Background: an optimization exercise with open tools, aiming at small area, a short achievable clock period and few clock cycles per item. Do not read the settings as production practice. In this exercise RTL edits were held to simulation tests only and were not proved equivalent to the original. Power and IR drop assume default switching activity.

== lane 1 ==
==> flow/design.v <==
module queue_cmd_front #(
    parameter int PAYLOAD_SIZE = 24,
    parameter int ID_WIDTH     = 8,
    parameter int FIFO_SIZE    = 1024,
    parameter int PTR_WIDTH    = $clog2(FIFO_SIZE),
    parameter int QDATA_SIZE   = PAYLOAD_SIZE + ID_WIDTH
) (
    input  logic                    clk,
    input  logic                    reset,
    input  logic                    cmd_valid,
    output logic                    cmd_ready,
    input  logic [1:0]              cmd_op,
    input  logic [ID_WIDTH-1:0]     cmd_id,
    input  logic [PAYLOAD_SIZE-1:0] cmd_payload,
    output logic                    q_push_flag,
    output logic [QDATA_SIZE-1:0]   q_push_data,
    output logic                    q_pop_flag,
    input  logic [QDATA_SIZE-1:0]   q_pop_data,
    output logic                    q_remove_flag,
    output logic [PTR_WIDTH-1:0]    q_remove_index,
    input  logic                    q_full,
    input  logic                    q_empty,
    input  logic                    q_error_reg,
    input  logic                    q_error_rem,
    input  logic                    q_error_time,
    output logic                    rsp_valid,
    input  logic                    rsp_ready,
    output logic [2:0]              rsp_status,
    output logic [ID_WIDTH-1:0]     rsp_id,
    output logic [PAYLOAD_SIZE-1:0] rsp_payload
);
    localparam int DEPTH = 2 ** ID_WIDTH;
    localparam logic [1:0] OP_ADD    = 2'd0;
    localparam logic [1:0] OP_CANCEL = 2'd1;
    localparam logic [1:0] OP_POP    = 2'd2;
    localparam logic [2:0] ST_OK    = 3'd0;
    localparam logic [2:0] ST_DUP   = 3'd1;
    localparam logic [2:0] ST_NF    = 3'd2;
    localparam logic [2:0] ST_FULL  = 3'd3;
    localparam logic [2:0] ST_EMPTY = 3'd4;
    localparam logic [2:0] ST_QERR  = 3'd5;
    logic [DEPTH-1:0]        live;
    logic [PTR_WIDTH-1:0]    slot_mem [DEPTH];
    logic [PTR_WIDTH-1:0]    tail;
    logic                    d_add, d_can, d_pop, d_rsv;
    logic [ID_WIDTH-1:0]     d_id;
    logic [PAYLOAD_SIZE-1:0] d_pl;
    logic                    d_live;    
    logic                    d_pm;      
    logic [1:0][PTR_WIDTH-1:0] d_slot;  
    logic [PTR_WIDTH-1:0]    d_fval;    
    logic [2:0]              d_qs;      
    logic                    w_push, w_rem, w_pop;
    logic [ID_WIDTH-1:0]     w_id;
    logic [15:0]             w_lo, w_hi;    
    localparam int NBANK = 4;
    logic [PTR_WIDTH-1:0]    w_slot [NBANK];
    logic                    r_v;
    logic                    r_fresh;   
    logic [2:0]              r_st;
    logic [ID_WIDTH-1:0]     r_id;
    logic [PAYLOAD_SIZE-1:0] r_pl;
    logic q_err, d_v, amb, go, act, push, rem, pop, acc, w_en, w_val;
    logic [2:0] d_st, fin_st;
    logic f_live, f_pm, f_fsel;
    logic [PTR_WIDTH-1:0] f_fval;
    assign q_err  = q_error_reg | q_error_rem | q_error_time;
    assign d_v    = d_add | d_can | d_pop | d_rsv;
    assign amb    = d_live & d_pm & (d_add | d_can);
    assign go     = ~r_v | rsp_ready;
    assign act    = d_v & go & ~amb;
    assign push   = d_add & go & ~d_live & ~q_full;
    assign rem    = d_can & go & d_live & ~d_pm;
    assign pop    = d_pop & go & ~q_empty;
    assign cmd_ready = reset & (~d_v | (go & ~amb));
    assign acc       = cmd_valid & cmd_ready;
    assign q_push_flag    = push;
    assign q_pop_flag     = pop;
    assign q_remove_flag  = rem;
    assign q_push_data    = {d_pl, d_id};
    assign q_remove_index = ({PTR_WIDTH{d_qs[0]}} & d_slot[0]) |
                            ({PTR_WIDTH{d_qs[1]}} & d_slot[1]) |
                            ({PTR_WIDTH{d_qs[2]}} & d_fval);
    assign fin_st      = (r_fresh & q_err) ? ST_QERR : r_st;
    assign rsp_valid   = r_v;
    assign rsp_status  = fin_st;
    assign rsp_id      = r_id;
    assign rsp_payload = r_pl;
    always_comb begin
        d_st = ST_OK;
        if (d_add)      d_st = d_live ? ST_DUP : (q_full ? ST_FULL : ST_OK);
        else if (d_can) d_st = d_live ? ST_OK : ST_NF;
        else if (d_pop) d_st = q_empty ? ST_EMPTY : ST_OK;
        else            d_st = ST_NF;
    end
    assign w_en  = w_push | w_rem | (w_pop & ~q_err);
    assign w_val = w_push;
    logic live_rd;
    logic [1:0][PTR_WIDTH-1:0] slot_rd2;
    always_comb begin
        if ((d_add | d_can) && d_id == cmd_id)
            f_live = d_add & (d_live | ~q_full);
        else if ((w_push | w_rem | w_pop) && w_id == cmd_id)
            f_live = w_pop ? (live_rd & q_err) : w_push;
        else
            f_live = live_rd;
        f_pm = pop && q_pop_data[ID_WIDTH-1:0] == cmd_id;
        f_fsel = (push && d_id == cmd_id) || (w_push && w_id == cmd_id);
        f_fval = (push && d_id == cmd_id) ? tail : tail - 1'b1;
    end
    always_ff @(posedge clk or negedge reset) begin
        if (!reset) begin
            d_add   <= 1'b0;
            d_can   <= 1'b0;
            d_pop   <= 1'b0;
            d_rsv   <= 1'b0;
            w_push  <= 1'b0;
            w_rem   <= 1'b0;
            w_pop   <= 1'b0;
            r_v     <= 1'b0;
            r_fresh <= 1'b0;
            live    <= '0;
            tail    <= '0;
        end else begin
            if (acc) begin
                d_add <= cmd_op == OP_ADD;
                d_can <= cmd_op == OP_CANCEL;
                d_pop <= cmd_op == OP_POP;
                d_rsv <= cmd_op == 2'd3;
            end else if (act) begin
                d_add <= 1'b0;
                d_can <= 1'b0;
                d_pop <= 1'b0;
                d_rsv <= 1'b0;
            end
            w_push <= push;
            w_rem  <= rem;
            w_pop  <= pop;
            if (act) begin
                r_v     <= 1'b1;
                r_fresh <= push | rem | pop;
            end else begin
                if (rsp_ready) r_v <= 1'b0;
                r_fresh <= 1'b0;
            end
            live <= live_nx;
            if (push) tail <= tail + 1'b1;
        end
    end
    always_ff @(posedge clk) begin
        if (acc) begin
            d_id   <= cmd_id;
            d_pl   <= cmd_payload;
            d_slot <= slot_rd2;
            d_qs   <= {f_fsel, ~f_fsel & cmd_id[ID_WIDTH-1], ~f_fsel & ~cmd_id[ID_WIDTH-1]};
            d_fval <= f_fval;
            d_live <= f_live;
            d_pm   <= f_pm;
        end else if (!act) begin
            d_live <= d_live & ~(d_pm & ~q_err);
            d_pm   <= 1'b0;
        end
        w_id <= pop ? q_pop_data[ID_WIDTH-1:0] : d_id;
        w_lo <= 16'(1) << (pop ? q_pop_data[3:0] : d_id[3:0]);
        w_hi <= 16'(1) << (pop ? q_pop_data[7:4] : d_id[7:4]);
        for (int b = 0; b < NBANK; b++)
            if (push && d_id[ID_WIDTH-1 -: 2] == 2'(b)) w_slot[b] <= tail;
        if (act) begin
            r_st <= d_st;
            if (d_pop) begin
                r_id <= q_empty ? '0 : q_pop_data[ID_WIDTH-1:0];
                r_pl <= q_empty ? '0 : q_pop_data[QDATA_SIZE-1:ID_WIDTH];
            end else begin
                r_id <= d_id;
                r_pl <= '0;
            end
        end else begin
            r_st <= fin_st;
        end
    end
    for (genvar l = 0; l <= ID_WIDTH; l++) begin : g_rd
        logic [PTR_WIDTH:0] n [2 ** (ID_WIDTH - l)];
        for (genvar j = 0; j < 2 ** (ID_WIDTH - l); j++) begin : g_n
            if (l == 0) begin : g_leaf
                assign n[j] = {live[j], slot_mem[j]};
            end else begin : g_mux
                assign n[j] = cmd_id[l-1] ? g_rd[l-1].n[2*j+1] : g_rd[l-1].n[2*j];
            end
        end
    end
    assign live_rd     = g_rd[ID_WIDTH].n[0][PTR_WIDTH];
    assign slot_rd2[0] = g_rd[ID_WIDTH-1].n[0][PTR_WIDTH-1:0];
    assign slot_rd2[1] = g_rd[ID_WIDTH-1].n[1][PTR_WIDTH-1:0];
    logic [DEPTH-1:0] w_sel, live_nx;
    always_comb begin
        for (int i = 0; i < DEPTH; i++) begin
            w_sel[i]   = w_lo[i % 16] & w_hi[i / 16];
            live_nx[i] = (w_en & w_sel[i]) ? w_val : live[i];
        end
    end
    for (genvar i = 0; i < DEPTH; i++) begin : g_slot
        always_ff @(posedge clk) begin
            if (w_push & w_sel[i]) slot_mem[i] <= w_slot[i / (DEPTH / NBANK)];
        end
    end
endmodule
clock: 6.5 ns
lec_check: 0
cap_margin: 20
core_margin: 2
core_utilization: 60
cts_buf_list: sky130_fd_sc_hd__clkbuf_16
cts_cluster_diameter: 60
cts_cluster_size: 30
setup_slack_margin: 3.0
slew_margin: 20
run.sh (not shown) runs the stock make flow with config.mk's settings and CLKGATE_MAP_FILE= SYNTH_SCRIPT=/design/flow/synth_recipe.tcl, a recipe that flattens the netlist after the stock synthesis.
Lane 1 completed every stage of the flow, and the final layout passed the timing, DRC and antenna checks.
Testbench counts of lane 1, summed over its fixed seeds: cycles 16,081, commands 16,000.
Edits applied to the flow inputs when going from lane 1 to lane 2:
Settings: CORE_UTILIZATION: 60 -> 55.
## What came out
- Lane 1 → lane 2: maximum clock skew at final layout went down by 8.3 ps, die height went up by 20 µm, register share of total power went down by 0.9 points.
Modified inputs, lane 3 compared to lane 2
Settings: SETUP_SLACK_MARGIN: 3.0 -> 3.3.
--- outcome ---
- NOTE: utilization in lane 3 exceeds that of lane 2
- Per the comparison of lane 3 with lane 2, buffer and inverter count on the worst path shows a reduction of 1; met2 routing resource usage after global routing shows an increase of 0.78 points; power consumption shows a reduction of 0.35%.
- Run comparison: lane 2 endpoint of the most critical setup path q_remove_index[1]; lane 3 endpoint of the most critical setup path q_remove_index[6]
- Critical path depth in lane 3 vs lane 2: down 1
- Lane 3 vs lane 2: clock share of power down
- Fill cell instance count of the final layout is higher on lane 2
- Via count: lane 3 and lane 2 compared, lower one is lane 2
- Highest routed metal layer: met5 -> lane 2, met4 -> lane 3
- Going from lane 2 to lane 3, clock tree buffer count of the final layout shrank slightly.
- Maximum net fanout on the critical path (lane 3 over lane 2): decrease, 3
- Looking at launch point of the worst path, the d_qs[1] result is from lane 2; the d_qs[0] one comes from lane 3.
> inputs changed (lane 3 -> lane 4)
Settings: SETUP_SLACK_MARGIN: 3.3 -> 3.15.
--- outcome ---
- Against lane 3, via count in lane 4 fell slightly.
- Per the comparison of lane 4 with lane 3, layout buffering overhead excluding clock cells now sits lower, setup slack picked up an extra 200 ps.
- Lane 4 ended up with a lower final cell count than lane 3 did.
- Going from lane 3 to lane 4, the combined buffer and inverter count along the critical path was found to have gone up by 1.
- Going from lane 3 to lane 4, area of the die now sits at about the same level, relative contribution of combinational cells to total power lower.

* * *

Another version of the RTL of queue_cmd_front (not shown whole).
Size in the first run: about 5800 cells after synthesis, roughly 3000 flip-flops, ~160 I/O pins, roughly 120000 sq um of cells after synthesis.
make LEC_CHECK=0 CAP_MARGIN=20 CORE_MARGIN=2 CORE_UTILIZATION=60 CTS_BUF_LIST=sky130_fd_sc_hd__clkbuf_16 CTS_CLUSTER_DIAMETER=60 CTS_CLUSTER_SIZE=30 SETUP_SLACK_MARGIN=3.3 SLEW_MARGIN=20 finish   # period 6.5 ns
Testbench counts at the start, summed over its fixed seeds: cycles 16,081, commands 16,000.
==> next run, changes <==
--- a/flow/config.mk
+++ b/flow/config.mk
@@ -8,5 +8,5 @@
 export CAP_MARGIN = 20
 export CORE_MARGIN = 2
-export CORE_UTILIZATION = 60
+export CORE_UTILIZATION = 55
 export CTS_BUF_LIST = sky130_fd_sc_hd__clkbuf_16
 export CTS_CLUSTER_DIAMETER = 60
=> Final cell count grows by 2.0%. Via count is about the same. Cell area rose by 0.47%. Core utilization falls by 5.3 points. Worst hold slack degrades by 110 ps. Maximum frequency came out higher by 5.0%. Non-clock buffer count goes down by 8.

* * *

queue_cmd_front, a different RTL version from the one above (not shown whole).
Size: ~5900 cells after synthesis, ~3000 flip-flops, about 160 I/O pins.
Settings: LEC_CHECK=0, CAP_MARGIN=20, CORE_MARGIN=2, CORE_UTILIZATION=55, SETUP_SLACK_MARGIN=3.3, SLEW_MARGIN=20; clock period 6.5 ns.
Testbench counts at the start, summed over its fixed seeds: cycles 16,081, commands 16,000.
Edit:
Settings changed: CTS_BUF_LIST set to sky130_fd_sc_hd__clkbuf_16, CTS_CLUSTER_DIAMETER set to 60, CTS_CLUSTER_SIZE set to 30.
The changed run finished clean.
Sequential share of layout area rises by 1.4 points.
Power decreases by 9.8%.
Register-to-register slack improved by 0.03 ns.
Area after synthesis does not change.
Synthesized cell count is unchanged.
Clock skew came out lower by 0.018 ns.
Fmax shrinks by 2.5%.
Core utilization fell by 1.4 points.
Cell area went down by 2.1%.
Die area is unchanged.
Sequential cell count does not change.
Edit:
Settings changed: SETUP_SLACK_MARGIN 3.3 to 3.0.
Global-route usage decreases by 0.63 points; via count stays flat; power decreases by 0.49%; non-clock buffer count increases by 40; synthesized cell count stays the same; design area decreases by 1.0%; critical path depth increases by 1.

* * *

run 3:
Another version of the RTL of queue_cmd_front (not shown whole).
Size: roughly 5,500 cells after synthesis, roughly 2,900 flip-flops, ~160 I/O pins, roughly 0.11 mm2 of cells after synthesis.
// queue_cmd_front
module queue_cmd_front #(
    parameter int PAYLOAD_SIZE = 24,
    parameter int ID_WIDTH     = 8,
    parameter int FIFO_SIZE    = 1024,
    parameter int PTR_WIDTH    = $clog2(FIFO_SIZE),
    parameter int QDATA_SIZE   = PAYLOAD_SIZE + ID_WIDTH
) (
    input  logic                    clk,
    input  logic                    reset,
    input  logic                    cmd_valid,
    output logic                    cmd_ready,
    input  logic [1:0]              cmd_op,
    input  logic [ID_WIDTH-1:0]     cmd_id,
    input  logic [PAYLOAD_SIZE-1:0] cmd_payload,
    output logic                    q_push_flag,
    output logic [QDATA_SIZE-1:0]   q_push_data,
    output logic                    q_pop_flag,
    input  logic [QDATA_SIZE-1:0]   q_pop_data,
    output logic                    q_remove_flag,
    output logic [PTR_WIDTH-1:0]    q_remove_index,
    input  logic                    q_full,
    input  logic                    q_empty,
    input  logic                    q_error_reg,
    input  logic                    q_error_rem,
    input  logic                    q_error_time,
    output logic                    rsp_valid,
    input  logic                    rsp_ready,
    output logic [2:0]              rsp_status,
    output logic [ID_WIDTH-1:0]     rsp_id,
    output logic [PAYLOAD_SIZE-1:0] rsp_payload
);
clock: 6.5 ns
lec_check: 0
cap_margin: 20
core_margin: 2
core_utilization: 50
cts_buf_list: sky130_fd_sc_hd__clkbuf_8
cts_cluster_size: 30
setup_slack_margin: 3.3
slew_margin: 20
Testbench counts of run 3, summed over its fixed seeds: cycles 16,081, commands 16,000.
Here is what was changed in the inputs of run 1 compared with run 3.
# run 3
export LEC_CHECK = 0
export CAP_MARGIN = 20
export CORE_MARGIN = 2
export CORE_UTILIZATION = 50
export CTS_BUF_LIST = sky130_fd_sc_hd__clkbuf_8
export CTS_CLUSTER_SIZE = 30
export SETUP_SLACK_MARGIN = 3.3
export SLEW_MARGIN = 20
create_clock -name core_clock -period 6.5 [get_ports {clk}]
# run 1
export LEC_CHECK = 0
export CAP_MARGIN = 20
export CORE_MARGIN = 2
export CORE_UTILIZATION = 55
export CTS_BUF_LIST = sky130_fd_sc_hd__clkbuf_16
export CTS_CLUSTER_DIAMETER = 60
export CTS_CLUSTER_SIZE = 30
export SETUP_SLACK_MARGIN = 3.3
export SLEW_MARGIN = 20
create_clock -name core_clock -period 6.5 [get_ports {clk}]
--- outcome ---
Number of sequential cells: run 3 vs run 1 identical
Run 1 -> run 3: count of endpoints failing hold in the final timing report delta 0, exact match
Taking run 3 as the reference, in run 1 routed length per placed instance rose by 1.7 um; post-route minimum period increased by 0.029 ns relative to the old numbers; routing usage on met3 now smaller; wire length saw a decrease.
When run 1 is set beside run 3, its maximum clock rate turns out to be about 0.8% smaller.
Diff run 1 and run 3: effective utilization at floorplan lower in run 3
Run 1 vs run 3 — switching power share of the total rose 0.57 points.

* * *

v6:
Another version of the RTL of queue_cmd_front (not shown whole).
Size in the first run: about 160 I/O pins.
make LEC_CHECK=0 CAP_MARGIN=20 CORE_MARGIN=2 CORE_UTILIZATION=55 CTS_BUF_LIST=sky130_fd_sc_hd__clkbuf_16 CTS_CLUSTER_DIAMETER=60 CTS_CLUSTER_SIZE=30 SETUP_SLACK_MARGIN=3.3 SLEW_MARGIN=20 finish   # period 6.5 ns
Testbench counts of v6, summed over its fixed seeds: cycles 16,081, commands 16,000.
What v7 does differently from v6 at the input level:
Settings: SETUP_SLACK_MARGIN now 3.0, was 3.3.
==> results.txt <==
- v7 completed end to end with timing, DRC and antenna clean.
- v7 contains fewer vias than v6.
- DRC marker count from the first detailed-route iteration delta (v7 − v6): favourable
- Re largest net degree at the start of global routing: v7 is 6 down on v6.

what the ideal ports hide:
The results above use ideal ports. As a check the final layouts listed here were re-extracted and re-timed, cells and wires unchanged.
Step 1: set_driving_cell puts a clkbuf_16 on clk and a buf_2 on each other input, an assumption about the parent block.
Step 2 adds t to the input delays and takes it off the output delays; t is the mean of the earliest and latest rising clock arrival at the registers after step 1. Input paths then give back, and output paths get back, about the clock's delay inside the block.
a / b / c = ideal / step 1 / step 2; a / b = the first two.
| run | t (ns) | setup slack, ns | slew at the worst register clock pin (ns) | worst slew at a driven data input, ns |
|---|---|---|---|---|
| lane 1 | 0.935 | 2.919 / 2.864 / 1.929 | 0.11 / 0.11 | 0.28 |
| lane 2 | 0.942 | 2.901 / 2.815 / 1.918 | 0.11 / 0.11 | 0.28 |
| lane 3 | 0.946 | 2.769 / 2.681 / 1.905 | 0.10 / 0.10 | 0.40 |
| lane 4 | 0.942 | 2.965 / 2.875 / 1.961 | 0.11 / 0.11 | 0.34 |
| the first run of note 2 | 0.948 | 2.908 / 2.810 / 1.891 | 0.11 / 0.11 | 0.38 |
| the second run of note 2 | 0.959 | 3.080 / 2.654 / 1.695 | 0.11 / 0.11 | 0.60 |
| the first run of note 3 | 1.012 | 3.063 / 2.738 / 1.726 | 0.07 / 0.07 | 0.49 |
| the second run of note 3 | 0.972 | 2.974 / 2.771 / 1.799 | 0.11 / 0.11 | 0.52 |
| the third run of note 3 | 0.929 | 2.839 / 2.670 / 1.741 | 0.11 / 0.11 | 0.38 |
| run 3 | 1.185 | 2.929 / 2.786 / 1.601 | 0.07 / 0.07 | 0.55 |
| run 1 | 0.924 | 2.899 / 2.736 / 1.812 | 0.11 / 0.11 | 0.26 |
| v6 | 0.971 | 3.006 / 2.844 / 1.873 | 0.11 / 0.11 | 0.34 |
| v7 | 0.948 | 2.951 / 2.805 / 1.857 | 0.11 / 0.11 | 0.30 |
After both steps every run listed still meets setup and hold. The setup slack of the second run of note 2, which loses most, moves by -0.426 ns with the drivers and by -1.385 ns with both steps.
